Context: an optimization exercise on an open-source flow, tuned for small area. The choices shown serve that exercise and are no tape-out recipe.
Where RTL was checked, it was by simulation tests only, not by an equivalence proof against the original.
The RTL of runs 1 to 3, 6 and 7 was laid out without a check of its function.
Power and IR drop assume default switching activity.

[flow/run.sh]
#!/bin/bash
# Standard layout, with the port buffers made from the smallest buffer cell and a clock
# tree built without dummy loads.
set -euo pipefail
export BUFFER_PORTS_ARGS="-buffer_cell sky130_fd_sc_hd__buf_1"
export CTS_ARGS="-sink_clustering_enable -repair_clock_nets -sink_clustering_size 30 -sink_clustering_max_diameter 100 -dont_use_dummy_load"
bash standard.sh > standard.log 2>&1
[standard.sh]
#!/bin/bash
# synth_recipe.tcl (not shown) runs the flow's synth.tcl, then flattens the netlist and writes it again
# the make line also repeats each setting of config.mk as NAME=value (left out here)
make -C /OpenROAD-flow-scripts/flow DESIGN_CONFIG=/design/flow/config.mk WORK_HOME=/design/flow/orfs CLKGATE_MAP_FILE= SYNTH_SCRIPT=/design/flow/synth_recipe.tcl "${@:-finish}"
[config.mk]
export PLATFORM = sky130hd
export DESIGN_NAME = stride_prefetcher
export DESIGN_NICKNAME = stride_prefetcher
export VERILOG_FILES = /design/flow/design.v
export SDC_FILE = /design/flow/constraint.sdc
export NUM_CORES = 4
export LEC_CHECK = 0
export CAP_MARGIN = 20
export CORE_MARGIN = 2
export CORE_UTILIZATION = 40
export CTS_CLUSTER_DIAMETER = 100
export CTS_CLUSTER_SIZE = 30
export SLEW_MARGIN = 20
[constraint.sdc]
create_clock -name core_clock -period 10.0 [get_ports {clk_i}]
set_input_delay 2.0000 -clock core_clock [delete_from_list [all_inputs] [get_ports {clk_i}]]
set_output_delay 2.0000 -clock core_clock [all_outputs]
set_load 0.01 [all_outputs]
[design.v]
package pf_pkg;
    localparam int unsigned ADDR_W = 32;
    localparam int unsigned PAGE_OFFSET_W = 12;
    localparam int unsigned LINE_OFFSET_W = 6;
    localparam int unsigned TAG_W = ADDR_W - PAGE_OFFSET_W;
    localparam int unsigned COUNT_W = 8;
    localparam int unsigned NBLOCKS_RESET = 8;
    typedef logic signed [PAGE_OFFSET_W:0] stride_t;
    typedef enum logic [1:0] {
        TS_INIT,
        TS_STRIDE,
        TS_HIT1,
        TS_HIT2
    } train_state_e;
endpackage
`timescale 1ns/1ps
module stride_prefetcher #(
    parameter int unsigned TABLE_ENTRIES = 8,
    parameter int unsigned FIFO_DEPTH    = 8,
    parameter int unsigned MAX_CREDITS   = 2
) (
    input  logic                       clk_i,
    input  logic                       rst_ni,
    input  logic                       snoop_valid_i,
    input  logic [pf_pkg::ADDR_W-1:0]  snoop_addr_i,
    input  logic                       cfg_valid_i,
    input  logic [pf_pkg::COUNT_W-1:0] cfg_nblocks_i,
    output logic                       req_valid_o,
    output logic [pf_pkg::ADDR_W-1:0]  req_addr_o,
    input  logic                       credit_i
);
    localparam int unsigned NE    = TABLE_ENTRIES;
    localparam int unsigned IDX_W = (NE > 1) ? $clog2(NE) : 1;
    localparam int unsigned VC_W  = $clog2(NE + 1);
    localparam int unsigned ND    = FIFO_DEPTH;
    localparam int unsigned PTR_W = (ND > 1) ? $clog2(ND) : 1;
    localparam int unsigned CNT_W = $clog2(ND + 1);
    localparam int unsigned CRED_W = $clog2(MAX_CREDITS + 1);
    localparam int unsigned TAG_W = pf_pkg::TAG_W;
    localparam int unsigned OFF_W = pf_pkg::PAGE_OFFSET_W;
    localparam int unsigned BASE_W = pf_pkg::ADDR_W - pf_pkg::LINE_OFFSET_W;
    localparam int unsigned NB_W  = pf_pkg::COUNT_W;
    logic [NB_W-1:0] nblocks_q;
    always_ff @(posedge clk_i or negedge rst_ni) begin
        if (!rst_ni) begin
            nblocks_q <= NB_W'(pf_pkg::NBLOCKS_RESET);
        end else if (cfg_valid_i) begin
            nblocks_q <= cfg_nblocks_i;
        end
    end
    logic [VC_W-1:0]  vcnt_q;
    logic [TAG_W-1:0] tag_q [NE];
    logic [OFF_W-1:0] idx_q [NE];
    logic [OFF_W-1:0] str_q [NE];
    logic [1:0]       st_q  [NE];
    logic             mru_q [NE][NE];
    logic [TAG_W-1:0] snoop_tag;
    logic [OFF_W-1:0] snoop_idx;
    logic [NE-1:0]    hit_vec;
    logic [NE-1:0]    lru_vec;
    logic [NE-1:0]    free_vec;
    logic [NE-1:0]    sel_vec;
    logic             hit;
    logic             free_found;
    logic [OFF_W-1:0] h_idx;
    logic [OFF_W-1:0] h_str;
    logic [1:0]       h_st;
    logic [OFF_W:0]   new_stride;
    logic             stride_match;
    logic [1:0]       new_state;
    logic             emit;
    logic [pf_pkg::ADDR_W-1:0] target_addr;
    logic [OFF_W+1:0] sum2;
    logic             pred_ok;
    assign snoop_tag  = snoop_addr_i[pf_pkg::ADDR_W-1:OFF_W];
    assign snoop_idx  = snoop_addr_i[OFF_W-1:0];
    assign free_found = (vcnt_q != VC_W'(NE));
    always_comb begin
        for (int i = 0; i < NE; i++) begin
            hit_vec[i]  = (VC_W'(i) < vcnt_q) && (tag_q[i] == snoop_tag);
            free_vec[i] = (vcnt_q == VC_W'(i));
            lru_vec[i]  = 1'b1;
            for (int j = 0; j < NE; j++) begin
                if (j < i) lru_vec[i] = lru_vec[i] & mru_q[j][i];
                if (j > i) lru_vec[i] = lru_vec[i] & !mru_q[i][j];
            end
        end
    end
    assign hit     = |hit_vec;
    assign sel_vec = hit ? hit_vec : (free_found ? free_vec : lru_vec);
    always_comb begin
        h_idx = '0;
        h_str = '0;
        h_st  = '0;
        for (int i = 0; i < NE; i++) begin
            h_idx = h_idx | (idx_q[i] & {OFF_W{hit_vec[i]}});
            h_str = h_str | (str_q[i] & {OFF_W{hit_vec[i]}});
            h_st  = h_st  | (st_q[i]  & {2{hit_vec[i]}});
        end
    end
    assign new_stride   = {1'b0, snoop_idx} - {1'b0, h_idx};
    assign sum2         = {1'b0, snoop_idx, 1'b0} - {2'b00, h_idx};
    assign stride_match = (h_st != 2'd0) && (snoop_idx == h_str);
    assign pred_ok      = (sum2[OFF_W+1:OFF_W] == 2'b00) && (snoop_idx != h_idx);
    always_comb begin
        if (!hit || !pred_ok) begin
            new_state = 2'd0;
        end else if (!stride_match) begin
            new_state = 2'd1;
        end else begin
            new_state = h_st + 2'd1;
        end
    end
    assign emit = snoop_valid_i && hit && (h_st == 2'd3) && stride_match;
    always_comb begin
        logic up, down, c_inc, c_dec;
        up    = !sum2[OFF_W+1] && sum2[OFF_W];
        down  = sum2[OFF_W+1];
        c_inc = 1'b1;
        c_dec = 1'b1;
        for (int b = 0; b < TAG_W; b++) begin
            target_addr[OFF_W+b] = snoop_tag[b] ^ ((up && c_inc) || (down && c_dec));
            c_inc = c_inc && snoop_tag[b];
            c_dec = c_dec && !snoop_tag[b];
        end
        target_addr[OFF_W-1:0] = sum2[OFF_W-1:0];
    end
    always_ff @(posedge clk_i or negedge rst_ni) begin
        if (!rst_ni) begin
            vcnt_q <= '0;
        end else if (snoop_valid_i && !hit && free_found) begin
            vcnt_q <= vcnt_q + 1'b1;
        end
    end
    always_ff @(posedge clk_i) begin
        for (int i = 0; i < NE; i++) begin
            if (snoop_valid_i && sel_vec[i]) begin
                tag_q[i] <= snoop_tag;
                idx_q[i] <= snoop_idx;
                str_q[i] <= sum2[OFF_W-1:0];
                st_q[i]  <= new_state;
            end
            for (int j = i + 1; j < NE; j++) begin
                if (snoop_valid_i && (sel_vec[i] || sel_vec[j])) begin
                    mru_q[i][j] <= sel_vec[i];
                end
            end
        end
    end
    logic [BASE_W-1:0] fb_q [ND];
    logic [OFF_W:0]    fs_q [ND];
    logic [NB_W-1:0]   fn_q [ND];
    logic [PTR_W-1:0]  wptr_q;
    logic [ND-1:0]     rptr_q;      
    logic [ND-1:0]     rptr_next;
    logic [CNT_W-1:0]  cnt_q;
    logic              pend_q;
    logic              full;
    logic              pop;
    logic              rd_adv;
    assign full      = (cnt_q == CNT_W'(ND));
    assign rd_adv    = pop || (pend_q && full);
    assign rptr_next = rd_adv ? {rptr_q[ND-2:0], rptr_q[ND-1]} : rptr_q;
    always_ff @(posedge clk_i or negedge rst_ni) begin
        if (!rst_ni) begin
            wptr_q <= '0;
            rptr_q <= ND'(1);
            cnt_q  <= '0;
            pend_q <= 1'b0;
        end else begin
            pend_q <= emit;
            if (emit) begin
                wptr_q <= wptr_q + 1'b1;
            end
            rptr_q <= rptr_next;
            if (pend_q && !rd_adv) begin
                cnt_q <= cnt_q + 1'b1;
            end else if (rd_adv && !pend_q) begin
                cnt_q <= cnt_q - 1'b1;
            end
        end
    end
    always_ff @(posedge clk_i) begin
        for (int i = 0; i < ND; i++) begin
            if (emit && (wptr_q == PTR_W'(i))) begin
                fb_q[i] <= target_addr[pf_pkg::ADDR_W-1:pf_pkg::LINE_OFFSET_W];
                fs_q[i] <= new_stride;
                fn_q[i] <= nblocks_q;
            end
        end
    end
    logic              busy_q;
    logic              oop_q;
    logic [pf_pkg::ADDR_W-1:0] addr_q;
    logic [OFF_W:0]    stride_q;
    logic [NB_W-1:0]   remain_q;
    logic [CRED_W-1:0] credits_q;
    logic              busy_next;
    logic              last_req;
    logic [OFF_W+1:0]  step;
    assign pop         = !busy_q && (cnt_q != '0);
    assign req_valid_o = busy_q && !oop_q && (credits_q != '0);
    assign req_addr_o  = {addr_q[pf_pkg::ADDR_W-1:pf_pkg::LINE_OFFSET_W], {pf_pkg::LINE_OFFSET_W{1'b0}}};
    assign last_req    = req_valid_o && (remain_q == NB_W'(1));
    assign busy_next   = pop ? (remain_q != '0) : (busy_q && !oop_q && !last_req);
    assign step = {2'b00, addr_q[OFF_W-1:0]} + {stride_q[OFF_W], stride_q};
    always_ff @(posedge clk_i or negedge rst_ni) begin
        if (!rst_ni) begin
            busy_q    <= 1'b0;
            credits_q <= CRED_W'(MAX_CREDITS);
        end else begin
            busy_q    <= busy_next;
            credits_q <= credits_q - CRED_W'(req_valid_o) + CRED_W'(credit_i);
        end
    end
    logic [BASE_W-1:0] head_b;
    logic [OFF_W:0]    head_s;
    logic [NB_W-1:0]   head_n;
    always_comb begin
        head_b = '0;
        head_s = '0;
        head_n = '0;
        for (int i = 0; i < ND; i++) begin
            head_b = head_b | (fb_q[i] & {BASE_W{rptr_next[i]}});
            head_s = head_s | (fs_q[i] & {(OFF_W+1){rptr_next[i]}});
            head_n = head_n | (fn_q[i] & {NB_W{rptr_next[i]}});
        end
    end
    always_ff @(posedge clk_i) begin
        if (!busy_next) begin
            addr_q   <= {head_b, {pf_pkg::LINE_OFFSET_W{1'b0}}};
            stride_q <= head_s;
            remain_q <= head_n;
            oop_q    <= 1'b0;
        end else if (req_valid_o) begin
            addr_q[OFF_W-1:0] <= step[OFF_W-1:0];
            remain_q          <= remain_q - 1'b1;
            oop_q             <= |step[OFF_W+1:OFF_W];
        end
    end
endmodule
==> metrics.yaml, run 1 <==
min_path:
  hp-class: "reg -> reg"
clocking:
  cts_setup_buffers: 0
  clkSlewWorstSetupHoldPaths_ps: 110
  clk_latency_ps: 610
  cts.sinks: 857
  ctsResizeCount: 0
  root_buffer: "clkbuf_16"
  cts_hold_buf: 0
  cts_max_level: 2
  cts_buffers: 35
  cts_tree: "built"
  ctsLongestPathBuffers: 3
pwr:
  seqPwrFrac_pct: 65.2
  combinationalPowerShare_pct: 9.4
  internal_power_mw: 4.97
  leakagePower_nw: 12.2
  power_mw: 6.54
  power_frac_clock_pct: 25.4
  irDropWorstVdd_v: 0.000155
  power.switching_mw: 1.58
  power_density_nw_per_um2: 172
  netSwitchingFraction_pct: 24.1
grt:
  grt_pass1_wl_um: 137000
  grt.overflow.total: 0
  grt_pass1_vias: 21000
  antenna_found_initial: 1
  grt_max_degree: 52
  grt_usage_pct: 20.1
run_status:
  status: "finished clean"
synthesis:
  synth_edf_count: 819
  synth.distinct_cells: 84
  async_flop_share_pct: 3.62
  synth_area_sq_um: 35500
  synth_top_flop_cell: "edfxtp_1"
  syn_avg_cell_area_sq_um: 15.5
  synthCells: 2300
  synth_warnings: 9
  ys_seq_area_share_pct: 71.8
  yosys_register_bits: 857
finish:
  final_common_cell: "edfxtp_1"
  final_cell_count_no_fill: 3514
  final_nets: 2453
  final_cell_mix: "819 x edfxtp_1, 134 x a22oi_1, 130 x xor2_1"
  insertedDiodeCount: 0
  layout-drive-gt1-share_pct: 8.56
  area.growth.synth_to_final_pct: 7.21
route:
  routed_wl_um: 92800
  route.antenna.remaining_nets: 0
  viasPerCell: 5.90
  drt-pass1-iter-count: 7
  vias: 20700
  drc: 0
  drtIter0Drc: 2163
  wl_per_cell_um: 26.4
floorplanning:
  std_cell_rows: 109
  fp.dieW_um: 302
  start_util_pct: 40.3
  dieArea_sq_um: 91300
  pin_count: 78
  die_y_um: 302
  coreArea_sq_um: 88200
sta:
  period_share_pct: 78.0
  final-setup-viol-count: 0
  fmax_ghz: 0.128
  setup_tns_ps: 0
  worst-slew-pin-transition_ps: 1290
  timing.final.hold_violations: 0
  min_period_ps: 7800
  rsz0062_at_grt: "no"
  skew_ps: 57.8
  finalMaxSlewViolations: 0
  slew_headroom_pct: 13.7
critical_path:
  crit_slowest_cell: "buf_1"
  critPathLaunchType: "input port"
  crit_buf_inv: 3
  cp.arrival_ps: 8080
  required_ps: 10280
  crit_type: "in -> reg"
  crit_chain: "buf_1 > buf_4 > xor2_1 > nor4_1 > nand2_1 > nor3_4 > buf_4 > a222oi_1 > nand4_1 > fa_1 > nor2b_1 > o21ai_0 > a21boi_0 > o311a_1 > o221ai_1 > nand4b_1 > o211a_4 > nor4_2 > nor2_1 > xnor2_1"
  cp_max_fo: 18
  cp_slowest_stage_delay_ps: 700
  critical-path-top-delay-family: "simple AND/OR/NAND/NOR gates"
  crit_path_end_kind: "flop"
  crit_top_cell: "buf_4"
place:
  numPlacedInstances: 3479
  dp_hpwl_um: 56200
  gp_congestion: 0.824
  io_buffers: 71
job:
  drv_cap: 0
registers in the layout, summed over array words and instances (netlist names):
register,flops
fb_q,208
pend_q,1
addr_q,32
idx_q,96
nblocks_q,8
rptr_q,8
stride_q,13
fn_q,64
tag_q,160
st_q,16
mru_q,28
vcnt_q,4
credits_q,2
wptr_q,3
remain_q,8
fs_q,104
oop_q,1
cnt_q,4
str_q,96
busy_q,1
worst register-to-register path, stage by stage, from the launching register on:
cell      delay, ps
edfxtp_1        430
xnor2_2         900
nand4_1         190
nor4_1          310
and3b_1         190
buf_4           290
a22o_1          210
a221oi_1         40
and3_1          240
ha_1            350
nor2b_1         150
o21ai_0         230
a21boi_0        210
o311a_1         380
o221ai_1        260
nand4b_1        160
o211a_4         310
nor4_2          390
nor2_1          100
xnor2_1         610
worst paths after layout:
path                                        from           end  slack [ps]  depth (start not counted)
worst max register to register       tag_q[6][3]   fb_q[4][23]        3730                         19
worst min register to register          cnt_q[3]      cnt_q[3]         470                          1
min in group asynchronous                 rst_ni  nblocks_q[5]        1540                          1
worst max-delay path            snoop_addr_i[21]   fb_q[4][23]        2200                         20
worst min-delay path                    cnt_q[3]      cnt_q[3]         470                          1
max in group asynchronous                 rst_ni     wptr_q[0]        7790                          1
cell type report:
type | instances | area, sq um
clock buffers | 35 | 876
well taps | 1165 | 1460
fillers | 7793 | 50100
multi-input cells | 1247 | 9150
inverters | 57 | 214
repair buffers | 153 | 897
flip-flops and latches | 857 | 25500
cells in the mapped netlist (all sizes together) (4+ instances only):
master / instances / area, sq um
or3: 6 / 37.5
mux2: 20 / 225
a22o: 46 / 403
dfxtp: 7 / 140
nor4b: 4 / 35.0
a21o: 9 / 67.6
nor2: 64 / 245
o22ai: 28 / 181
nand4: 65 / 407
nand4b: 10 / 87.6
fa: 4 / 80.1
a31oi: 13 / 81.3
a31o: 4 / 35.0
a211oi: 5 / 47.5
a21boi: 7 / 52.6
and3: 17 / 106
clkbuf: 59 / 221
and4: 11 / 96.3
o32ai: 22 / 193
and2: 5 / 31.3
nor2b: 8 / 50.1
a21oi: 39 / 195
xnor2: 97 / 850
nand2b: 5 / 31.3
buf: 85 / 554
a221oi: 47 / 412
xor2: 131 / 1150
edfxtp: 819 / 24600
dfrtp: 28 / 701
nand2: 97 / 364
or4: 6 / 48.8
nor3: 36 / 213
a22oi: 134 / 1010
or2: 7 / 43.8
inv: 55 / 206
nor4: 53 / 420
o21bai: 4 / 30.0
nand3: 103 / 515
ha: 53 / 663
mux2i: 6 / 60.1
o21ai: 33 / 169
a222oi: 10 / 100
layer usage:
| layer | up-vias | global-route usage [%] | wire (um) |
|---|---|---|---|
| li1 | 9063 | - | - |
| met1 | 10700 | 27.9 | 40200 |
| met2 | 846 | 33.7 | 44600 |
| met3 | 165 | 2.41 | 5670 |
| met4 | 2 | 5.14 | 2320 |
| met5 | - | 0 | 11 |
cell families after synthesis:
group / synth area share (%)
other cells: 0.0105
xor+xnor: 5.64
mux: 0.803
flops: 71.8
compound gates: 8.95
fa+ha+maj: 2.09
buf+inv: 2.78
simple gates: 7.95
power groups by stage:
stage               registers (mW)  clock network (mW)  logic [mW]
floorplan                     4.31                   0       0.374
CTS                           4.26                1.70       0.611
global placement              4.34                   0       0.594
global route                  4.28                1.81       0.663
detailed placement            4.34                   0       0.609
finish                        4.26                1.66       0.614
stage by stage:
stage                     area [sq um]  utilization (%)  setup slack, ps  hold slack (ps)
final                            38100             43.2             2200              473
after global placement           37200             42.2             1760              446
after CTS                        38100             43.2             2220              475
after detailed placement         37200             42.2             1610              459
after floorplan                  35600                -             3320              436
after global routing             38100             43.2             1600              509
==> run 2, diff against run 1 <==
==> flow/run.sh (replaced) <==
#!/bin/bash
# Standard layout, with the port buffers made from the smallest buffer cell, the synthesis
# buffers removed at floorplan (placement is not timing driven) and a clock tree built
# without dummy loads.
set -euo pipefail
export BUFFER_PORTS_ARGS="-buffer_cell sky130_fd_sc_hd__buf_1"
export REMOVE_ABC_BUFFERS=1
export CTS_ARGS="-sink_clustering_enable -repair_clock_nets -sink_clustering_size 30 -sink_clustering_max_diameter 90 -dont_use_dummy_load"
bash standard.sh > standard.log 2>&1
--- a/config.mk
+++ b/config.mk
@@ -9,5 +9,6 @@
 export CORE_MARGIN = 2
 export CORE_UTILIZATION = 40
-export CTS_CLUSTER_DIAMETER = 100
+export CTS_CLUSTER_DIAMETER = 90
 export CTS_CLUSTER_SIZE = 30
+export GPL_TIMING_DRIVEN = 0
 export SLEW_MARGIN = 20
==> run 2 against run 1 <==
Register-to-register slack got worse by 1200 ps. Synthesized area unchanged. Via count decreased by 1.6%. Routed wire length decreased by 4.7%. Hold slack got worse by 6.0 ps. Synthesized cell count unchanged. Total power decreased by 0.57%.
==> metrics.yaml, run 2 <==
run_status:
  status: "finished clean"
finish:
  area.growth.synth_to_final_pct: 7.71
  reg_top3: "fb_q: 208 flops, tag_q: 160 flops, fs_q: 104 flops"
  final_nets: 2412
  top_register: "fb_q"
  final_cell_mix: "819 x edfxtp_1, 134 x a22oi_1, 130 x xor2_1"
  fillers: 7707
  layout-drive-gt1-share_pct: 8.19
  insertedDiodeCount: 0
  largest_register_ffs: 208
  final_common_cell: "edfxtp_1"
  postLayoutCellArea_sq_um: 38300
grt:
  grt_pass1_wl_um: 131000
  grt_usage_pct: 19.2
  grt_max_degree: 49
  antenna_found_initial: 1
  grt_pass1_vias: 20600
  grt.overflow.total: 0
floorplanning:
  std_cell_rows: 109
  start_util_pct: 40.3
  fp.dieW_um: 302
  coreArea_sq_um: 88200
  die_y_um: 302
  dieArea_sq_um: 91300
  pin_count: 78
critical_path:
  crit_chain: "buf_2 > xor2_1 > a211oi_1 > nand4_1 > nor2_2 > buf_6 > a22oi_1 > and3_1 > ha_1 > nor2b_1 > o21ai_0 > a21boi_0 > o311a_1 > o221ai_1 > a21boi_0 > o21ai_0 > nand2_1 > or3_1 > nor3_1"
  crit_slowest_cell: "nand4_1"
  cp.arrival_ps: 8990
  required_ps: 10290
  critPathLaunchType: "input port"
  reg2reg_from: "vcnt_q[0]"
  ff2ff_setup_slack_ps: 2540
  cp_slowest_stage_delay_ps: 960
  cp_max_fo: 21
  crit_buf_inv: 2
  reg2reg_to: "st_q[4][1]"
  critical-path-top-delay-family: "simple AND/OR/NAND/NOR gates"
  crit_path_end_kind: "flop"
  crit_type: "in -> reg"
  rr_worst_depth: 19
synthesis:
  async_flop_share_pct: 3.62
  synth.distinct_cells: 84
  synth_top_area_cell: "edfxtp_1"
  yosys_register_bits: 857
  synth-compound-area-share_pct: 8.95
  synthCells: 2300
  synth_fa_ha_area_share_pct: 2.09
  synth_area_sq_um: 35500
  synth_top_family_by_area: "compound AO/OA/AOI/OAI gates"
  synth_top_flop_cell: "edfxtp_1"
  synth_mux_area_share_pct: 0.803
  synth_commonest_cells: "819 x edfxtp_1, 134 x a22oi_1, 130 x xor2_1"
  synth_xor_area_share_pct: 5.64
  syn_avg_cell_area_sq_um: 15.5
  synth_edf_count: 819
  yosysMostFrequentCell: "edfxtp_1"
  synth_warnings: 9
  ys_seq_area_share_pct: 71.8
  yosys.area_share.simple_pct: 7.95
  synth_top_area_share_pct: 69.2
  synthTopCellsByArea: "edfxtp_1 69%, xor2_1 3.2%, a22oi_1 2.8%"
route:
  drt-pass1-iter-count: 6
  drtIter0Drc: 2029
  vias: 20400
  routed_wl_um: 88400
  route.antenna.remaining_nets: 0
  wl_per_cell_um: 25.5
  drc: 0
  viasPerCell: 5.88
sta:
  slew_headroom_pct: 25.6
  min_period_ps: 8690
  timing.final.hold_violations: 0
  period_share_pct: 86.9
  skew_ps: 62.9
  finalMaxSlewViolations: 0
  hold_ws_ps: 467
  fmax_ghz: 0.115
  final-setup-viol-count: 0
  worst-slew-pin-transition_ps: 1110
  rsz0062_at_grt: "no"
clocking:
  ctsResizeCount: 0
  root_buffer: "clkbuf_16"
  clkSlewWorstSetupHoldPaths_ps: 110
  ctsLongestPathBuffers: 3
  cts_setup_buffers: 0
  cts.sinks: 857
  clk_latency_ps: 600
  cts_buffers: 35
  cts_tree: "built"
  cts_max_level: 2
  cts_hold_buf: 0
min_path:
  hp-class: "reg -> reg"
  whs_endpoint: "addr_q[0]"
  min_path_cells: 2
  worstHoldStart: "addr_q[0]"
pwr:
  leakagePower_nw: 12.2
  power_density_nw_per_um2: 170
  irDropWorstVdd_v: 0.000204
place:
  dp_hpwl_um: 52900
  io_buffers: 71
  gp_congestion: 0.830
  place_area_sq_um: 37400
job:
  drv_cap: 0
## run 2: cell count changes in the layout (fill, tap and decap cells not counted), moves of 8 or more
| cell | delta |
|---|---|
| inv_4 | +8 |
| buf_2 | +26 |
| buf_4 | -76 |
| inv_2 | -9 |
| buf_6 | +12 |
| buf_1 | -19 |
| buf_16 | +10 |
## run 2: cells by family (layout without fill, tap and decap cells)
logic type	count (synthesis)	in the layout
mux	26	26
other cells	1	6
simple gates	507	507
buf+inv	201	204
flops	857	857
compound gates	423	423
fa+ha+maj	57	57
xor+xnor	228	228
## run 2: layout make-up
cell class / count / area (sq um) / area share [%]
sequential: 857 / 25500 / 66.6
multi-input combinational: 1247 / 9280 / 24.2
tap: 1165 / 1460 / 3.81
timing repair buffer: 112 / 926 / 2.42
clock buffer: 35 / 876 / 2.29
inverter: 57 / 235 / 0.614
## run 2: through the flow
step | cells | setup WS (ps) | power, mW | utilization (%) | TNS, ps
after floorplan | 2161 | 2960 | 4.65 | - | 0
after global placement | 3397 | -2680 | 4.88 | 41.4 | -1578580
after detailed placement | 3438 | 826 | 4.93 | 42.4 | 0
after CTS | 3473 | 1470 | 6.54 | 43.4 | 0
after global routing | 3473 | 951 | 6.73 | 43.4 | 0
final | 3473 | 1310 | 6.51 | 43.4 | 0
## run 2: where the power goes
part | total, mW | switching [mW] | internal [mW]
Clock | 1.65 | 1.02 | 0.636
Sequential | 4.26 | 0.0879 | 4.17
Combinational | 0.592 | 0.436 | 0.156
## run 2: worst register-to-register path: cells and delay by family (launching register included)
kind                       cells  cell delay [ps]
buffers and inverters          2              360
and+or+nand+nor                7             3540
DFF                            1              500
AOI/OAI and AO/OA              8             2160
adders and majority gates      2              600
## run 2: worst max path at each step
stage | endpoint | slack [ps] | from | depth (start not counted)
CTS | st_q[4][1] | 1470 | snoop_addr_i[27] | 19
global placement | fb_q[4][12] | -2680 | snoop_addr_i[12] | 13
finish | st_q[4][1] | 1310 | snoop_addr_i[27] | 19
global route | st_q[4][1] | 950 | snoop_addr_i[12] | 18
detailed placement | st_q[0][1] | 830 | snoop_addr_i[27] | 19
floorplan | st_q[0][1] | 2960 | snoop_addr_i[28] | 17
## run 2: layer usage
metal	vias to the layer above	track usage, %	share of wire (%)
li1	8989	-	-
met1	10500	26.3	42
met2	789	32.9	49
met3	126	2.03	6.5
met4	2	4.59	2.1
met5	-	0	0.018
==> run 3, diff against run 2 <==
--- a/design.v
+++ b/design.v
@@ -52,5 +52,5 @@
     logic [TAG_W-1:0] tag_q [NE];
     logic [OFF_W-1:0] idx_q [NE];
-    logic [OFF_W-1:0] str_q [NE];
+    logic [OFF_W:0]   str_q [NE];
     logic [1:0]       st_q  [NE];
     logic             mru_q [NE][NE];
@@ -64,5 +64,5 @@
     logic             free_found;
     logic [OFF_W-1:0] h_idx;
-    logic [OFF_W-1:0] h_str;
+    logic [OFF_W:0]   h_str;
     logic [1:0]       h_st;
     logic [OFF_W:0]   new_stride;
@@ -72,5 +72,4 @@
     logic [pf_pkg::ADDR_W-1:0] target_addr;
     logic [OFF_W+1:0] sum2;
-    logic             pred_ok;
     assign snoop_tag  = snoop_addr_i[pf_pkg::ADDR_W-1:OFF_W];
     assign snoop_idx  = snoop_addr_i[OFF_W-1:0];
@@ -95,16 +94,15 @@
         for (int i = 0; i < NE; i++) begin
             h_idx = h_idx | (idx_q[i] & {OFF_W{hit_vec[i]}});
-            h_str = h_str | (str_q[i] & {OFF_W{hit_vec[i]}});
+            h_str = h_str | (str_q[i] & {(OFF_W+1){hit_vec[i]}});
             h_st  = h_st  | (st_q[i]  & {2{hit_vec[i]}});
         end
     end
     assign new_stride   = {1'b0, snoop_idx} - {1'b0, h_idx};
+    assign stride_match = ({1'b0, snoop_idx} == h_str) && (snoop_idx != h_idx);
     assign sum2         = {1'b0, snoop_idx, 1'b0} - {2'b00, h_idx};
-    assign stride_match = (h_st != 2'd0) && (snoop_idx == h_str);
-    assign pred_ok      = (sum2[OFF_W+1:OFF_W] == 2'b00) && (snoop_idx != h_idx);
-    always_comb begin
-        if (!hit || !pred_ok) begin
+    always_comb begin
+        if (!hit) begin
             new_state = 2'd0;
-        end else if (!stride_match) begin
+        end else if (h_st == 2'd0 || !stride_match) begin
             new_state = 2'd1;
         end else begin
@@ -135,8 +133,10 @@
     always_ff @(posedge clk_i) begin
         for (int i = 0; i < NE; i++) begin
+            if (snoop_valid_i && !hit && sel_vec[i]) begin
+                tag_q[i] <= snoop_tag;
+            end
             if (snoop_valid_i && sel_vec[i]) begin
-                tag_q[i] <= snoop_tag;
                 idx_q[i] <= snoop_idx;
-                str_q[i] <= sum2[OFF_W-1:0];
+                str_q[i] <= sum2[OFF_W:0];
                 st_q[i]  <= new_state;
             end
==> run 3 against run 2 <==
Clock skew is 3.2 ps higher. Critical endpoint is now fb_q[6][20]. Still clean on timing, DRC and antenna. Critical path type unchanged. Largest cell class unchanged. Final cell count is 0.43% higher. Total power is 1.5% higher. Combinational power is 2% higher. Critical path depth is 1 higher. Fmax is 2.7% lower. Synthesized area is 1.1% higher.
==> metrics.yaml, run 3 <==
run_status:
  status: "finished clean"
pwr:
  leakagePower_nw: 12.3
  power_mw: 6.60
  power_density_nw_per_um2: 171
  irDropWorstVdd_v: 0.000135
sta:
  fmax_ghz: 0.112
  setup_tns_ps: 0
  skew_ps: 66.1
  rsz0062_at_grt: "no"
  timing.final.hold_violations: 0
  finalMaxSlewViolations: 0
  slew_headroom_pct: 21.7
  worst-slew-pin-transition_ps: 1170
  period_share_pct: 89.3
  hold_ws_ps: 464
  final-setup-viol-count: 0
  min_period_ps: 8930
  layout_setup_ws_ps: 1070
finish:
  top_register: "fb_q"
  layout-drive-gt1-share_pct: 9.00
  final-seq-area_sq_um: 25800
  final_nets: 2425
  largest_register_ffs: 208
  postLayoutCellArea_sq_um: 38600
  multi_input_area_sq_um: 9460
  final_cell_mix: "827 x edfxtp_1, 159 x a22oi_1, 113 x xor2_1"
  reg_top3: "fb_q: 208 flops, tag_q: 160 flops"
  fillers: 7808
  final_common_cell: "edfxtp_1"
  final_cell_count_no_fill: 3488
  area.growth.synth_to_final_pct: 7.54
  postLayoutCoreUtil_pct: 43.6
synthesis:
  synth_top_area_share_pct: 69.1
  synth_commonest_cells: "827 x edfxtp_1, 159 x a22oi_1, 115 x xnor2_1"
  syn_avg_cell_area_sq_um: 15.6
  synth_edf_count: 827
  synthCells: 2307
  synth_top_flop_cell: "edfxtp_1"
  yosys_register_bits: 865
  async_flop_share_pct: 3.58
  synth_warnings: 9
  synth.distinct_cells: 94
  synth_top_area_cell: "edfxtp_1"
  synthTopCellsByArea: "edfxtp_1 69%, a22oi_1 3.3%, xnor2_1 2.8%"
  ys_seq_area_share_pct: 71.7
  yosysMostFrequentCell: "edfxtp_1"
  synth_area_sq_um: 35900
min_path:
  worstHoldStart: "addr_q[5]"
  hp-class: "reg -> reg"
  min_path_cells: 2
clocking:
  cts_setup_buffers: 0
  ctsResizeCount: 0
  cts_tree: "built"
  cts_hold_buf: 0
  cts_buffers: 37
  cts_max_level: 2
  clkSlewWorstSetupHoldPaths_ps: 100
  ctsLongestPathBuffers: 3
  clk_latency_ps: 610
  cts.sinks: 865
  root_buffer: "clkbuf_16"
floorplanning:
  std_cell_rows: 109
  die_y_um: 304
  start_util_pct: 40.5
  fp.dieW_um: 304
  pin_count: 78
  dieArea_sq_um: 92200
  coreArea_sq_um: 88600
route:
  drc: 0
  route.antenna.remaining_nets: 0
  viasPerCell: 5.83
  drtIter0Drc: 2267
  routed_wl_um: 88000
  wl_per_cell_um: 25.2
  drt-pass1-iter-count: 6
  vias: 20300
grt:
  grt_pass1_wl_um: 130000
  grt_pass1_vias: 20300
  grt.overflow.total: 0
  antenna_found_initial: 3
  grt_max_degree: 49
  grt_usage_pct: 18.6
critical_path:
  worstSetupStartpoint: "snoop_addr_i[25]"
  reg2reg_from: "vcnt_q[3]"
  cp_max_fo: 22
  cp_slowest_stage_delay_ps: 950
  rr_worst_depth: 19
  crit_slowest_cell: "and3_1"
  crit_type: "in -> reg"
  required_ps: 10270
  crit_chain: "buf_2 > xor2_1 > nor3_1 > and2_1 > and3_1 > a22oi_1 > nand2_1 > or2_2 > inv_1 > fa_1 > a21o_1 > a21oi_1 > o21ai_0 > a311oi_1 > o21bai_1 > xnor2_2 > o211ai_2 > nor2_1 > mux2i_1 > xnor2_1"
  crit_path_end_kind: "flop"
  cp.arrival_ps: 9200
  critPathLaunchType: "input port"
place:
  io_buffers: 71
  place_ws_ps: 485
  numPlacedInstances: 3449
  gp_congestion: 0.830
  dp_hpwl_um: 54400
  place_area_sq_um: 37700
job:
  drv_cap: 0
[run 3: changes by cell type after synthesis, sizes merged, moves of 11 or more]
cell   change
nor2      +12
and3      +11
xnor2     +19
o32ai     -12
o21ai     -14
a22oi     +25
xor2      -16
[run 3: routing by layer]
layer	global-route usage [%]	vias up	wire (um)
met5	0.155	-	0
met4	5.66	0	2450
met3	2.00	136	4850
met2	32.3	705	44100
met1	24.8	10500	36600
li1	-	9040	-
[run 3: cell type report]
type / instances / area share, %
Multi-Input combinational cell: 1259 / 24.5
Antenna cell: 2 / 0.0130
Inverter: 53 / 0.518
Timing Repair Buffer: 107 / 2.17
Tap cell: 1165 / 3.77
Sequential cell: 865 / 66.7
Clock buffer: 37 / 2.40
[run 3: kinds of logic after synthesis]
group,count (synthesis),synth area share (%)
buffers and inverters,188,2.73
muxes,25,0.766
AOI/OAI and AO/OA,433,9.25
xor gates and xnor gates,231,5.69
and+or+nand+nor,507,7.80
adders and majority gates,57,2.07
other,1,0.0104
DFF,865,71.7
[run 3: where the power goes]
part	switching (mW)	total, mW	internal, mW	leakage [nW]
combinational	0.440	0.606	0.167	3.82
sequential	0.0865	4.29	4.21	8.06
clock	1.03	1.70	0.670	0.456
total	1.56	6.60	5.04	12.3
[run 3: worst max-delay path: cells and delay by family]
family	cells	cell delay, ps
and+or+nand+nor	6	2960
buffers and inverters	2	560
muxes	1	140
adders and majority gates	1	440
AOI/OAI and AO/OA	7	1640
xor gates and xnor gates	3	1440
[run 3: worst paths after layout]
path / slack (ps) / to
min in group asynchronous: 1210 / nblocks_q[6]
worst max-delay path: 1070 / fb_q[6][20]
worst min-delay path: 460 / addr_q[5]
max in group asynchronous: 8340 / credits_q[1]
worst min register to register: 460 / addr_q[5]
worst max register to register: 2360 / fb_q[6][20]
==> run 4, diff against run 3 <==
--- a/design.v
+++ b/design.v
@@ -133,8 +133,6 @@
     always_ff @(posedge clk_i) begin
         for (int i = 0; i < NE; i++) begin
-            if (snoop_valid_i && !hit && sel_vec[i]) begin
+            if (snoop_valid_i && sel_vec[i]) begin
                 tag_q[i] <= snoop_tag;
-            end
-            if (snoop_valid_i && sel_vec[i]) begin
                 idx_q[i] <= snoop_idx;
                 str_q[i] <= sum2[OFF_W:0];
--- a/config.mk
+++ b/config.mk
@@ -8,5 +8,5 @@
 export CAP_MARGIN = 20
 export CORE_MARGIN = 2
-export CORE_UTILIZATION = 40
+export CORE_UTILIZATION = 65
 export CTS_CLUSTER_DIAMETER = 90
 export CTS_CLUSTER_SIZE = 30
==> run 4 against run 3 <==
Hold slack better by 11 ps. Fmax up 6.9%. Total power down 2.5%. Synthesized area down 1.1%. Sequential power about the same. Largest power group unchanged. Final cell count down 16%. Cell area down 3.4%. Via count down 3.3%. Sequential share of layout area up 2.3 points. Routed wire length down 11%.
==> metrics.yaml, run 4 <==
floorplanning:
  fp.dieW_um: 238
  die_y_um: 238
  coreArea_sq_um: 53900
  start_util_pct: 65.9
  std_cell_rows: 85
  dieArea_sq_um: 56600
  pin_count: 78
critical_path:
  required_ps: 10290
  critical-path-top-delay-family: "simple AND/OR/NAND/NOR gates"
  cp_slowest_stage_delay_ps: 910
  rr_worst_depth: 23
  reg2reg_from: "vcnt_q[1]"
  ff2ff_setup_slack_ps: 2970
  cp.arrival_ps: 8640
  crit_slowest_cell: "nor3_1"
  crit_chain: "buf_2 > xnor2_1 > nand4_1 > nor3_1 > and3_2 > buf_16 > a22o_1 > a221oi_1 > and3_1 > ha_1 > a21o_1 > a21o_1 > and3_1 > o41ai_1 > a211o_1 > o211ai_1 > a211o_1 > inv_2 > and2_4 > nand2_1 > o21ai_0 > xor2_1"
  critPathLaunchType: "input port"
  cp_max_fo: 21
  crit_path_end_kind: "flop"
  reg2reg_to: "fb_q[3][18]"
  crit_buf_inv: 3
  crit_type: "in -> reg"
  critical_path_depth: 22
route:
  wl_met2_um: 38300
  drtIter0Drc: 2074
  drc: 0
  drt-pass1-iter-count: 5
  dr.max_layer_used: "met4"
  wl_per_cell_um: 26.7
  vias: 19700
  routed_wl_um: 78600
  route.met3.wl_um: 6000
  route.antenna.remaining_nets: 0
  wl_met1_um: 32600
  viasPerCell: 6.68
grt:
  grt_pass1_wl_um: 118000
  grt_max_degree: 49
  grt.overflow.total: 0
  grt_usage_pct: 27.9
  grt_pass1_vias: 19500
  antenna_found_initial: 1
clocking:
  clk_latency_ps: 600
  cts_setup_buffers: 0
  clkSlewWorstSetupHoldPaths_ps: 100
  cts_hold_buf: 0
  root_buffer: "clkbuf_16"
  cts_buffers: 36
  ctsLongestPathBuffers: 3
  cts_tree: "built"
  cts_max_level: 2
  cts.sinks: 865
  ctsResizeCount: 0
synthesis:
  synth_warnings: 9
  synth_commonest_cells: "827 x edfxtp_1, 195 x a22oi_1, 141 x xnor2_1"
  synth_top_area_share_pct: 69.9
  syn_avg_cell_area_sq_um: 15.8
  synthCells: 2255
  synthTopCellsByArea: "edfxtp_1 70%, a22oi_1 4.1%, xnor2_1 3.5%"
  yosys_register_bits: 865
  synth_edf_count: 827
  yosysMostFrequentCell: "edfxtp_1"
  ys_seq_area_share_pct: 72.5
  synth_top_area_cell: "edfxtp_1"
  async_flop_share_pct: 3.58
  synth.distinct_cells: 80
  synth_top_flop_cell: "edfxtp_1"
  synth_area_sq_um: 35500
sta:
  timing.final.hold_violations: 0
  period_share_pct: 83.5
  finalMaxSlewViolations: 0
  skew_ps: 52.0
  final-setup-viol-count: 0
  worst-slew-pin-transition_ps: 1120
  rsz0062_at_grt: "no"
  min_period_ps: 8350
  fmax_ghz: 0.120
  hold_ws_ps: 475
  slew_headroom_pct: 24.5
finish:
  top_register: "fb_q"
  postLayoutCoreUtil_pct: 69.2
  fillers: 3540
  final_nets: 2352
  layout-drive-gt1-share_pct: 6.80
  area.growth.synth_to_final_pct: 5.05
  final_cell_mix: "827 x edfxtp_1, 195 x a22oi_1, 137 x xnor2_1"
  reg_top3: "fb_q: 208 flops, tag_q: 160 flops"
  insertedDiodeCount: 0
  largest_register_ffs: 208
  final_common_cell: "edfxtp_1"
min_path:
  min_path_cells: 2
  worstHoldStart: "addr_q[5]"
  hp-class: "reg -> reg"
  whs_endpoint: "addr_q[5]"
job:
  drv_cap: 0
pwr:
  power_density_nw_per_um2: 172
  irDropWorstVdd_v: 0.000213
  power_mw: 6.43
  leakagePower_nw: 12.0
place:
  io_buffers: 71
  dp_hpwl_um: 45800
  gp_congestion: 0.877
run_status:
  status: "finished clean"
## run 4: cell count changes after synthesis, sizes merged, moves of 17 or more
cell	delta
o22ai	-20
a22oi	+36
xor2	-22
xnor2	+25
nor2	-24
nor4	-17
nand3	-29
## run 4: logic make-up (layout without fill, tap and decap cells)
logic type	after synthesis	count (layout)	share of synthesized area [%]
buf+inv	183	173	2.74
simple gates	444	444	6.80
mux	21	21	0.658
flops	865	865	72.5
other cells	1	6	0.0106
fa+ha+maj	56	56	2.01
xor+xnor	234	234	5.77
compound gates	451	451	9.56
## run 4: through the flow
stage	setup WS [ps]	cell area (sq um)	setup TNS, ps	cells
3_5_place_dp	793	36400	0	2909
3_3_place_gp	-1230	35900	-431380	2893
4_1_cts	1420	37300	0	2945
6_report	1650	37300	0	2946
5_1_grt	1530	37300	0	2946
2_1_floorplan	3000	34800	0	2126
## run 4: area by class of cell
type / count / area (sq um) / area share (%)
Tap cell: 696 / 871 / 2.33
Multi-Input combinational cell: 1212 / 8960 / 24.0
Timing Repair Buffer: 88 / 648 / 1.74
Inverter: 49 / 204 / 0.546
Clock buffer: 36 / 901 / 2.41
Sequential cell: 865 / 25800 / 69.0
## run 4: worst max-delay path by stage
stage                          start     endpoint  slack (ps)
finish              snoop_addr_i[21]  fb_q[3][18]        1650
floorplan           snoop_addr_i[29]   fb_q[0][0]        3000
global route        snoop_addr_i[21]  fb_q[3][18]        1530
CTS                 snoop_addr_i[22]  fb_q[3][18]        1420
detailed placement  snoop_addr_i[22]  fb_q[7][18]         790
global placement    snoop_addr_i[21]   fb_q[4][8]       -1230
## run 4: layer usage
metal  track usage, %  up-vias
met5                0        -
met4             7.30        0
met3             3.71      102
met2             46.4      773
met1             39.7    10000
li1                 -     8784
## run 4: power by group
part | total (mW) | internal [mW] | switching (mW)
logic | 0.491 | 0.134 | 0.357
clock network | 1.66 | 0.653 | 1.01
registers | 4.28 | 4.20 | 0.0851
total | 6.43 | 4.98 | 1.45
## run 4: tightest hold or removal path, cell delays in order (launching register included)
cell and delay, ps:
dfxtp_1 330, nand2_1 50, a21oi_1 50
==> run 5, diff against run 4 <==
--- a/config.mk
+++ b/config.mk
@@ -8,5 +8,5 @@
 export CAP_MARGIN = 20
 export CORE_MARGIN = 2
-export CORE_UTILIZATION = 65
+export CORE_UTILIZATION = 40
 export CTS_CLUSTER_DIAMETER = 90
 export CTS_CLUSTER_SIZE = 30
==> run 5 against run 4 <==
Combinational power is 2% higher. Total power fell by 0.11%. Count of clock-buffer cells in the layout is 1 lower. First-iteration DRC count down 7.2%. Setup slack worse by 24 ps. Routed wire length grew 5.6%. Critical path type unchanged. Synthesized area is the same. Sequential power barely moved. Still clean. Fmax shrank 0.28%. Clock power barely moved. Sequential share of layout area decreased by 1.2 points. Non-clock buffer count up 3.
==> metrics.yaml, run 5 <==
run_status:
  status: "finished clean"
clocking:
  cts_max_level: 2
  cts_tree: "built"
  cts_hold_buf: 0
  ctsResizeCount: 0
  cts_setup_buffers: 0
  cts.sinks: 865
  clk_latency_ps: 600
  cts_buffers: 35
  clkSlewWorstSetupHoldPaths_ps: 110
  ctsLongestPathBuffers: 3
  root_buffer: "clkbuf_16"
pwr:
  power.switching_mw: 1.46
  irDropWorstVdd_v: 0.000150
  power_density_nw_per_um2: 169
  power_mw: 6.43
  internal_power_mw: 4.97
  combinationalPowerShare_pct: 7.8
  netSwitchingFraction_pct: 22.6
  power_frac_clock_pct: 25.5
  leakagePower_nw: 12.1
  seqPwrFrac_pct: 66.6
synthesis:
  syn_avg_cell_area_sq_um: 15.8
  synth_commonest_cells: "827 x edfxtp_1, 195 x a22oi_1, 141 x xnor2_1"
  synth_mux_area_share_pct: 0.658
  synth_area_sq_um: 35500
  yosys.area_share.simple_pct: 6.80
  yosysMostFrequentCell: "edfxtp_1"
  synth_fa_ha_area_share_pct: 2.01
  synth.distinct_cells: 80
  ys_seq_area_share_pct: 72.5
  synth_top_area_cell: "edfxtp_1"
  synthCells: 2255
  synth_top_family_by_area: "compound AO/OA/AOI/OAI gates"
  synth_edf_count: 827
  synth_top_area_share_pct: 69.9
  yosys_register_bits: 865
  async_flop_share_pct: 3.58
  synth-compound-area-share_pct: 9.56
  synth_top_flop_cell: "edfxtp_1"
  synth_warnings: 9
  synth_xor_area_share_pct: 5.77
  synthTopCellsByArea: "edfxtp_1 70%, a22oi_1 4.1%, xnor2_1 3.5%"
finish:
  largest_register_ffs: 208
  final_common_cell: "edfxtp_1"
  fillers: 7740
  final_cell_mix: "827 x edfxtp_1, 195 x a22oi_1, 137 x xnor2_1"
  insertedDiodeCount: 0
  final_nets: 2354
  top_register: "fb_q"
  layout-drive-gt1-share_pct: 6.97
  reg_top3: "fb_q: 208 flops, tag_q: 160 flops"
  postLayoutCellArea_sq_um: 38000
  area.growth.synth_to_final_pct: 6.85
min_path:
  hp-class: "reg -> reg"
floorplanning:
  pin_count: 78
  dieArea_sq_um: 91300
  die_y_um: 302
  fp.dieW_um: 302
  coreArea_sq_um: 88200
  std_cell_rows: 109
  start_util_pct: 40.3
place:
  place_area_sq_um: 37100
  dp_hpwl_um: 49200
  gp_congestion: 0.863
  io_buffers: 71
  place_ws_ps: 1120
sta:
  slew_headroom_pct: 27.6
  finalMaxSlewViolations: 0
  worst-slew-pin-transition_ps: 1080
  hold_ws_ps: 474
  min_period_ps: 8380
  timing.final.hold_violations: 0
  skew_ps: 49.7
  layout_setup_ws_ps: 1620
  period_share_pct: 83.8
  rsz0062_at_grt: "no"
  final-setup-viol-count: 0
  setup_tns_ps: 0
  fmax_ghz: 0.119
critical_path:
  critPathLaunchType: "input port"
  crit_buf_inv: 2
  crit_chain: "buf_2 > xnor2_1 > nand4_1 > nor3_1 > and3_2 > a22o_1 > a221oi_1 > and3_1 > ha_1 > a21o_1 > a21o_1 > and3_1 > o41ai_1 > a211o_1 > o211ai_1 > a211o_1 > inv_2 > and2_4 > nand2_1 > o21ai_0 > xor2_1"
  cp_max_fo: 26
  required_ps: 10270
  cp.arrival_ps: 8650
  crit_path_end_kind: "flop"
  crit_type: "in -> reg"
  cp_slowest_stage_delay_ps: 850
  critical-path-top-delay-family: "simple AND/OR/NAND/NOR gates"
  ff2ff_setup_slack_ps: 2750
  crit_slowest_cell: "and3_2"
route:
  drtIter0Drc: 1924
  viasPerCell: 5.71
  route.antenna.remaining_nets: 0
  drc: 0
  drt-pass1-iter-count: 5
  wl_per_cell_um: 24.3
  vias: 19500
  routed_wl_um: 83000
job:
  drv_cap: 0
grt:
  grt_usage_pct: 17.9
  grt_max_degree: 49
  antenna_found_initial: 0
  grt_pass1_vias: 19700
  grt.overflow.total: 0
  grt_pass1_wl_um: 123000
-- run 5: cell counts after synthesis --
No cell type changed its count.
-- run 5: path summary, 6_finish.rpt --
path | endpoint | cells after the start | from
hold reg to reg | addr_q[5] | 2 | addr_q[5]
max in group asynchronous | rptr_q[0] | 2 | rst_ni
setup reg to reg | fb_q[7][18] | 22 | vcnt_q[1]
hold / removal | addr_q[5] | 2 | addr_q[5]
setup / recovery | fb_q[7][18] | 21 | snoop_addr_i[21]
min in group asynchronous | nblocks_q[0] | 1 | rst_ni
-- run 5: cell type report --
type                            instances  area (sq um)  area share, %
Clock buffer                           35           876           2.31
Inverter                               49           206          0.544
Multi-Input combinational cell       1212          8970           23.6
Sequential cell                       865         25800           67.8
Tap cell                             1165          1460           3.84
Timing Repair Buffer                   91           712           1.87
-- run 5: cell families after synthesis --
group                    after synthesis
adder cells (fa/ha/maj)               56
multiplexers                          21
flip-flops                           865
buffers and inverters                183
AND/OR/NAND/NOR                      444
AO/OA/AOI/OAI                        451
other                                  1
XOR/XNOR                             234
-- run 5: power by group through the flow --
stage                     clock network [mW]  registers, mW  logic [mW]
final                                   1.64           4.28       0.503
after global routing                    1.80           4.30       0.550
after CTS                               1.68           4.28       0.504
after detailed placement                   0           4.36       0.502
after global placement                     0           4.37       0.469
after floorplan                            0           4.34       0.297
-- run 5: tightest hold or removal path, stage by stage (launching register included) --
cell and delay, ps:
dfxtp_1 340, nand2_1 50, a21oi_1 50
-- run 5: per-layer routing --
metal  up-vias  share of wire, %  track usage, %
met4         0               2.0            4.03
li1       8784                 -               -
met5         -                 0               0
met3        94               5.8            2.64
met1     10000                44            24.7
met2       613                48            30.1
-- run 5: metrics by stage --
stage	util, %	std cells
finish	43.0	3417
global placement	41.4	3362
global route	43.0	3417
floorplan	-	2126
detailed placement	42.0	3382
CTS	43.0	3417
==> run 6, diff against run 5 <==
--- a/design.v
+++ b/design.v
@@ -98,5 +98,14 @@
         end
     end
-    assign new_stride   = {1'b0, snoop_idx} - {1'b0, h_idx};
+    always_comb begin
+        logic c, a, b;
+        c = 1'b1;
+        for (int k = 0; k <= OFF_W; k++) begin
+            a = (k < OFF_W) ? snoop_idx[k] : 1'b0;
+            b = (k < OFF_W) ? !h_idx[k] : 1'b1;
+            new_stride[k] = a ^ b ^ c;
+            c = (a & b) | (a & c) | (b & c);
+        end
+    end
     assign stride_match = ({1'b0, snoop_idx} == h_str) && (snoop_idx != h_idx);
     assign sum2         = {1'b0, snoop_idx, 1'b0} - {2'b00, h_idx};
--- a/config.mk
+++ b/config.mk
@@ -8,5 +8,5 @@
 export CAP_MARGIN = 20
 export CORE_MARGIN = 2
-export CORE_UTILIZATION = 40
+export CORE_UTILIZATION = 65
 export CTS_CLUSTER_DIAMETER = 90
 export CTS_CLUSTER_SIZE = 30
==> run 6 against run 5 <==
Largest power group unchanged. Global-route usage rose by 11 points. Die area fell by 38%. Fmax fell by 14%.
==> metrics.yaml, run 6 <==
finish:
  fillers: 3500
  final_cell_mix: "827 x edfxtp_1, 181 x a22oi_1, 145 x xor2_1"
  postLayoutCoreUtil_pct: 69.6
  area.growth.synth_to_final_pct: 5.87
  layout-drive-gt1-share_pct: 7.32
  largest_register_ffs: 208
  top_register: "fb_q"
  final_common_cell: "edfxtp_1"
  final_cell_count_no_fill: 2894
  reg_top3: "fb_q: 208 flops, tag_q: 160 flops"
  postLayoutCellArea_sq_um: 37400
  final_nets: 2312
  insertedDiodeCount: 0
clocking:
  clkSlewWorstSetupHoldPaths_ps: 100
  ctsLongestPathBuffers: 3
  cts_tree: "built"
  cts_hold_buf: 0
  cts.sinks: 865
  cts_buffers: 36
  cts_max_level: 2
  clk_latency_ps: 610
  root_buffer: "clkbuf_16"
place:
  io_buffers: 71
  place_ws_ps: -996
  dp_hpwl_um: 46500
  place_area_sq_um: 36300
  gp_congestion: 0.854
  numPlacedInstances: 2856
sta:
  rsz0062_at_grt: "no"
  timing.final.hold_violations: 0
  setup_tns_ps: 0
  skew_ps: 51.6
  final-setup-viol-count: 0
  finalMaxSlewViolations: 0
  worst-slew-pin-transition_ps: 1060
  fmax_ghz: 0.103
  period_share_pct: 96.9
  hold_ws_ps: 468
  layout_setup_ws_ps: 310
  min_period_ps: 9690
  slew_headroom_pct: 28.8
grt:
  grt_max_degree: 49
  grt_pass1_vias: 19500
  antenna_found_initial: 0
  grt.overflow.total: 0
  grt_pass1_wl_um: 120000
  grt_usage_pct: 28.7
pwr:
  combinationalPowerShare_pct: 7.9
  irDropWorstVdd_v: 0.000165
  power_density_nw_per_um2: 173
  leakagePower_nw: 12.1
  netSwitchingFraction_pct: 22.8
  power.switching_mw: 1.47
  power_mw: 6.46
  power_frac_clock_pct: 25.7
  seqPwrFrac_pct: 66.4
  internal_power_mw: 4.99
synthesis:
  synth_edf_count: 827
  async_flop_share_pct: 3.58
  synth_commonest_cells: "827 x edfxtp_1, 181 x a22oi_1, 146 x xor2_1"
  yosysMostFrequentCell: "edfxtp_1"
  synth_top_flop_cell: "edfxtp_1"
  yosys_register_bits: 865
  synth_top_area_cell: "edfxtp_1"
  ys_seq_area_share_pct: 73.0
  syn_avg_cell_area_sq_um: 16.2
  synthTopCellsByArea: "edfxtp_1 70%, a22oi_1 3.8%, xor2_1 3.6%"
  synth_top_area_share_pct: 70.4
  synthCells: 2185
  synth.distinct_cells: 75
  synth_warnings: 9
  synth_area_sq_um: 35300
floorplanning:
  dieArea_sq_um: 56200
  fp.dieW_um: 237
  pin_count: 78
  coreArea_sq_um: 53700
  start_util_pct: 65.7
  die_y_um: 237
  std_cell_rows: 85
critical_path:
  critPathLaunchType: "input port"
  reg2reg_from: "vcnt_q[3]"
  ff2ff_setup_slack_ps: 1290
  crit_top_cell: "fa_1"
  cp.arrival_ps: 10060
  crit_type: "in -> reg"
  crit_buf_inv: 2
  crit_path_end_kind: "flop"
  reg2reg_to: "fs_q[5][11]"
  cp_slowest_stage_delay_ps: 720
  cp_max_fo: 26
  crit_chain: "buf_2 > xor2_1 > a211oi_1 > and4_1 > and3_4 > a21oi_1 > nand4_1 > ha_1 > inv_1 > fa_1 > fa_1 > fa_1 > fa_1 > fa_1 > fa_1 > fa_1 > fa_1 > fa_1 > fa_1 > fa_1"
  crit_slowest_cell: "fa_1"
  critical-path-top-delay-family: "adder cells"
  required_ps: 10370
  rr_worst_depth: 19
route:
  viasPerCell: 6.72
  routed_wl_um: 80100
  drtIter0Drc: 2096
  drt-pass1-iter-count: 8
  drc: 0
  route.antenna.remaining_nets: 0
  wl_per_cell_um: 27.7
  vias: 19500
job:
  drv_cap: 0
min_path:
  whs_endpoint: "addr_q[2]"
  hp-class: "reg -> reg"
  min_path_cells: 2
  worstHoldStart: "addr_q[2]"
run_status:
  status: "finished clean"
## run 6: cell count changes in the layout (fill, tap and decap cells not counted), moves of 7 or more
cell,before,now
fa_1,2,14
a22oi_1,195,181
nor4_1,27,47
nand4_1,64,54
a21o_1,21,6
nand3_1,64,52
a22o_1,51,44
nand2_1,97,89
o21ai_0,29,19
buf_4,0,9
nor3_1,30,22
xor2_1,92,145
a222oi_1,0,11
xnor2_1,137,67
## run 6: cell type report
class                   instances  area, sq um  area share, %
multi-input cells            1154         8880           23.8
flip-flops and latches        865        25800           68.9
inverters                      43          183          0.489
repair buffers                100          781           2.09
well taps                     696          871           2.33
clock buffers                  36          901           2.41
## run 6: cells by family after synthesis
family | share of synthesized area [%]
xor+xnor | 5.57
compound gates | 8.69
flops | 73.0
fa+ha+maj | 2.67
simple gates | 6.82
other cells | 0.0106
buf+inv | 2.52
mux | 0.748
## run 6: power groups by stage
stage	clock network [mW]	logic (mW)	registers [mW]
floorplan	0	0.292	4.35
global placement	0	0.465	4.38
detailed placement	0	0.501	4.37
CTS	1.68	0.504	4.29
global route	1.79	0.556	4.31
finish	1.66	0.510	4.29
## run 6: worst min-delay path, delay by kind of cell, from the launching register on
kind             cells  cell delay [ps]
AND/OR/NAND/NOR      1               50
AO/OA/AOI/OAI        1               50
flip-flops           1              330
## run 6: worst max path at each step
stage                     startpoint  cells after the start  slack [ps]          end
CTS                 snoop_addr_i[15]                     19          10  fs_q[5][11]
floorplan           snoop_addr_i[27]                     19         220  fs_q[0][11]
detailed placement  snoop_addr_i[13]                     21       -1000  fs_q[7][11]
global route        snoop_addr_i[27]                     21          40  fs_q[5][11]
finish              snoop_addr_i[17]                     20         310  fs_q[5][11]
global placement    snoop_addr_i[23]                     20       -4170  fs_q[3][11]
## run 6: timing repair
item	4_1_cts	5_1_grt
gates cloned	0	0
setup endpoints to repair	16	16
pin swaps	1	1
buffers inserted	2	0
endpoints found under the hold margin	0	0
gates resized for setup	3	10
## run 6: routing by layer
metal | global-route usage [%] | routed length (um) | vias up
li1 | - | - | 8589
met1 | 40.5 | 33100 | 9972
met2 | 47.8 | 39400 | 775
met3 | 3.65 | 5510 | 116
met4 | 8.67 | 2010 | 0
met5 | 0 | 0 | -
==> run 7, diff against run 6 <==
--- a/design.v
+++ b/design.v
@@ -109,5 +109,14 @@
     end
     assign stride_match = ({1'b0, snoop_idx} == h_str) && (snoop_idx != h_idx);
-    assign sum2         = {1'b0, snoop_idx, 1'b0} - {2'b00, h_idx};
+    always_comb begin
+        logic c, a, b;
+        c = 1'b1;
+        for (int k = 0; k <= OFF_W + 1; k++) begin
+            a = (k >= 1 && k <= OFF_W) ? snoop_idx[k-1] : 1'b0;
+            b = (k < OFF_W) ? !h_idx[k] : 1'b1;
+            sum2[k] = a ^ b ^ c;
+            c = (a & b) | (a & c) | (b & c);
+        end
+    end
     always_comb begin
         if (!hit) begin
==> run 7 against run 6 <==
Register-to-register slack got worse by 950 ps. Synthesized cell count decreased by 2.4%. Global-route usage increased by 0.13 points. Utilization is 1.9 points higher. Critical endpoint is now fb_q[3][24]. Largest cell class unchanged. Highest routed layer unchanged.
==> metrics.yaml, run 7 <==
run_status:
  status: "finished clean"
floorplanning:
  fp.dieW_um: 236
  dieArea_sq_um: 55900
  coreArea_sq_um: 53600
  start_util_pct: 65.5
  pin_count: 78
  std_cell_rows: 85
  die_y_um: 236
finish:
  final_common_cell: "edfxtp_1"
  largest_register_ffs: 208
  fillers: 3407
  final_cell_count_no_fill: 2906
  top_register: "fb_q"
  postLayoutCoreUtil_pct: 71.5
  layout-drive-gt1-share_pct: 12.5
  reg_top3: "fb_q: 208 flops, tag_q: 160 flops"
  postLayoutCellArea_sq_um: 38300
  area.growth.synth_to_final_pct: 9.17
  insertedDiodeCount: 0
  final_cell_mix: "827 x edfxtp_1, 173 x a22oi_1, 116 x xor2_1"
  final_nets: 2326
clocking:
  ctsLongestPathBuffers: 3
  cts_max_level: 2
  clk_latency_ps: 600
  cts_tree: "built"
  cts_buffers: 36
  root_buffer: "clkbuf_16"
  clkSlewWorstSetupHoldPaths_ps: 100
  cts.sinks: 865
  cts_hold_buf: 0
route:
  drt-pass1-iter-count: 6
  vias: 19500
  wl_per_cell_um: 27.9
  route.antenna.remaining_nets: 0
  drc: 0
  routed_wl_um: 81200
  viasPerCell: 6.72
  drtIter0Drc: 2098
pwr:
  irDropWorstVdd_v: 0.000189
  leakagePower_nw: 12.5
  power_mw: 6.47
  power_density_nw_per_um2: 169
sta:
  finalMaxSlewViolations: 0
  hold_ws_ps: 493
  timing.final.hold_violations: 0
  skew_ps: 44.2
  rsz0062_at_grt: "yes"
  min_period_ps: 9840
  layout_setup_ws_ps: 156
  fmax_ghz: 0.102
  slew_headroom_pct: 27.4
  setup_tns_ps: 0
  period_share_pct: 98.4
  worst-slew-pin-transition_ps: 1090
  final-setup-viol-count: 0
synthesis:
  async_flop_share_pct: 3.58
  synth.distinct_cells: 71
  synthTopCellsByArea: "edfxtp_1 71%, a22oi_1 3.7%, xor2_1 3.0%"
  synth_top_flop_cell: "edfxtp_1"
  yosysMostFrequentCell: "edfxtp_1"
  synth_commonest_cells: "827 x edfxtp_1, 173 x a22oi_1, 122 x xor2_1"
  syn_avg_cell_area_sq_um: 16.5
  synth_top_area_share_pct: 70.8
  synthCells: 2133
  yosys_register_bits: 865
  synth_warnings: 9
  synth_top_area_cell: "edfxtp_1"
  synth_area_sq_um: 35100
  synth_edf_count: 827
  ys_seq_area_share_pct: 73.4
place:
  numPlacedInstances: 2810
  dp_hpwl_um: 46400
  place_ws_ps: -3590
  place_area_sq_um: 36300
  io_buffers: 71
  gp_congestion: 0.877
critical_path:
  critical_path_depth: 33
  ff2ff_setup_slack_ps: 340
  critPathCapture: "fb_q[3][24]"
  worstSetupStartpoint: "snoop_addr_i[21]"
  cp_max_fo: 19
  crit_top_cell: "fa_2"
  reg2reg_to: "fb_q[3][24]"
  required_ps: 10390
  crit_type: "in -> reg"
  cp.arrival_ps: 10240
  reg2reg_from: "vcnt_q[3]"
  crit_path_end_kind: "flop"
  critical-path-top-delay-family: "adder cells"
  crit_slowest_cell: "or4_4"
  cp_slowest_stage_delay_ps: 460
  rr_worst_depth: 33
  crit_buf_inv: 5
  critPathLaunchType: "input port"
grt:
  grt_pass1_vias: 19300
  antenna_found_initial: 1
  grt_max_degree: 49
  grt_pass1_wl_um: 120000
  grt.overflow.total: 0
  grt_usage_pct: 28.9
min_path:
  hp-class: "reg -> reg"
job:
  drv_cap: 0
## run 7: cell types whose count changed after synthesis, moves of 10 or more
cell / before / now
fa_1: 14 / 24
nand2_1: 89 / 69
xnor2_1: 71 / 92
nand3_1: 52 / 74
xor2_1: 146 / 122
buf_2: 10 / 23
nand4_1: 54 / 73
nor4_1: 54 / 36
## run 7: repair_timing
| item | CTS | global route |
|---|---|---|
| setup endpoints to repair | 201 | 80 |
| resized for setup | 88 | 52 |
| setup buffers | 42 | 22 |
| cloned | 1 | 2 |
| pin swaps | 31 | 21 |
## run 7: how the worst min path moves through the flow
stage | startpoint | endpoint | slack [ps] | cells past startpoint
after global routing | cnt_q[3] | cnt_q[3] | 510 | 1
after detailed placement | cnt_q[3] | cnt_q[3] | 470 | 1
after floorplan | cnt_q[3] | cnt_q[3] | 440 | 1
final | cnt_q[3] | cnt_q[3] | 490 | 1
after CTS | cnt_q[3] | cnt_q[3] | 490 | 1
after global placement | cnt_q[3] | cnt_q[3] | 470 | 1
## run 7: cells by family after synthesis
family / Yosys count / share of synthesized area (%)
AO/OA/AOI/OAI: 372 / 8.12
XOR/XNOR: 217 / 5.48
adder cells (fa/ha/maj): 69 / 2.97
buffers and inverters: 176 / 2.46
flip-flops: 865 / 73.4
multiplexers: 28 / 0.870
other: 1 / 0.0107
AND/OR/NAND/NOR: 405 / 6.70
## run 7: power by group
part / internal [mW] / total, mW / switching [mW] / leakage [nW]
logic: 0.156 / 0.535 / 0.379 / 3.99
registers: 4.17 / 4.26 / 0.0887 / 8.04
clock network: 0.653 / 1.67 / 1.02 / 0.444
total: 4.98 / 6.47 / 1.49 / 12.5
## run 7: metal layers
metal / track usage [%] / vias up / wire, um
met5: 0 / - / 0
met4: 7.98 / 0 / 2040
met3: 3.21 / 140 / 6030
met2: 48.0 / 920 / 39900
met1: 41.2 / 9979 / 33200
li1: - / 8501 / -
## run 7: area by class of cell
type	instances	area, sq um	share of cell area, %
Timing Repair Buffer	167	1570	4.10
Inverter	44	185	0.483
Clock buffer	36	901	2.35
Tap cell	696	871	2.27
Sequential cell	865	25800	67.2
Multi-Input combinational cell	1098	9030	23.6

## separate check: timing with driven ports
The flow's constraints put no driver on any port. The routed layouts listed below were extracted and timed again, unchanged, in two steps.
Step 1 (the two cells are an assumption about what drives the block):
set clk [get_ports {clk_i}]
set_driving_cell -lib_cell sky130_fd_sc_hd__clkbuf_16 $clk
set_driving_cell -lib_cell sky130_fd_sc_hd__buf_2 [delete_from_list [all_inputs] $clk]
Step 2, shift: input delay + t, output delay - t, t = (earliest + latest rising clock arrival at the registers) / 2. This alone moves slack from input paths to output paths.
Slacks: ideal / step 1 / step 2; pairs: ideal / step 1.
run	t (ns)	setup slack, ns	worst setup path at the end	slew at the worst register clock pin (ns)	worst slew at a driven data input, ns
run 1	0.646	2.196 / 2.225 / 1.579	input to register	0.11 / 0.11	0.09
run 2	0.635	1.308 / 1.347 / 0.713	input to register	0.11 / 0.11	0.08
run 3	0.650	1.066 / 1.112 / 0.462	input to register	0.12 / 0.12	0.09
run 4	0.641	1.646 / 1.686 / 1.045	input to register	0.12 / 0.12	0.05
run 5	0.645	1.622 / 1.664 / 1.019	input to register	0.11 / 0.11	0.08
run 6	0.641	0.309 / 0.344 / -0.297	input to register	0.11 / 0.11	0.06
run 7	0.637	0.156 / 0.098 / -0.539	input to register	0.12 / 0.12	0.20
Met with ideal ports but missed after step 2: setup timing in run 6 and run 7. For run 7, which loses most, drivers alone change the setup slack by -0.058 ns; drivers and shift together by -0.695 ns.
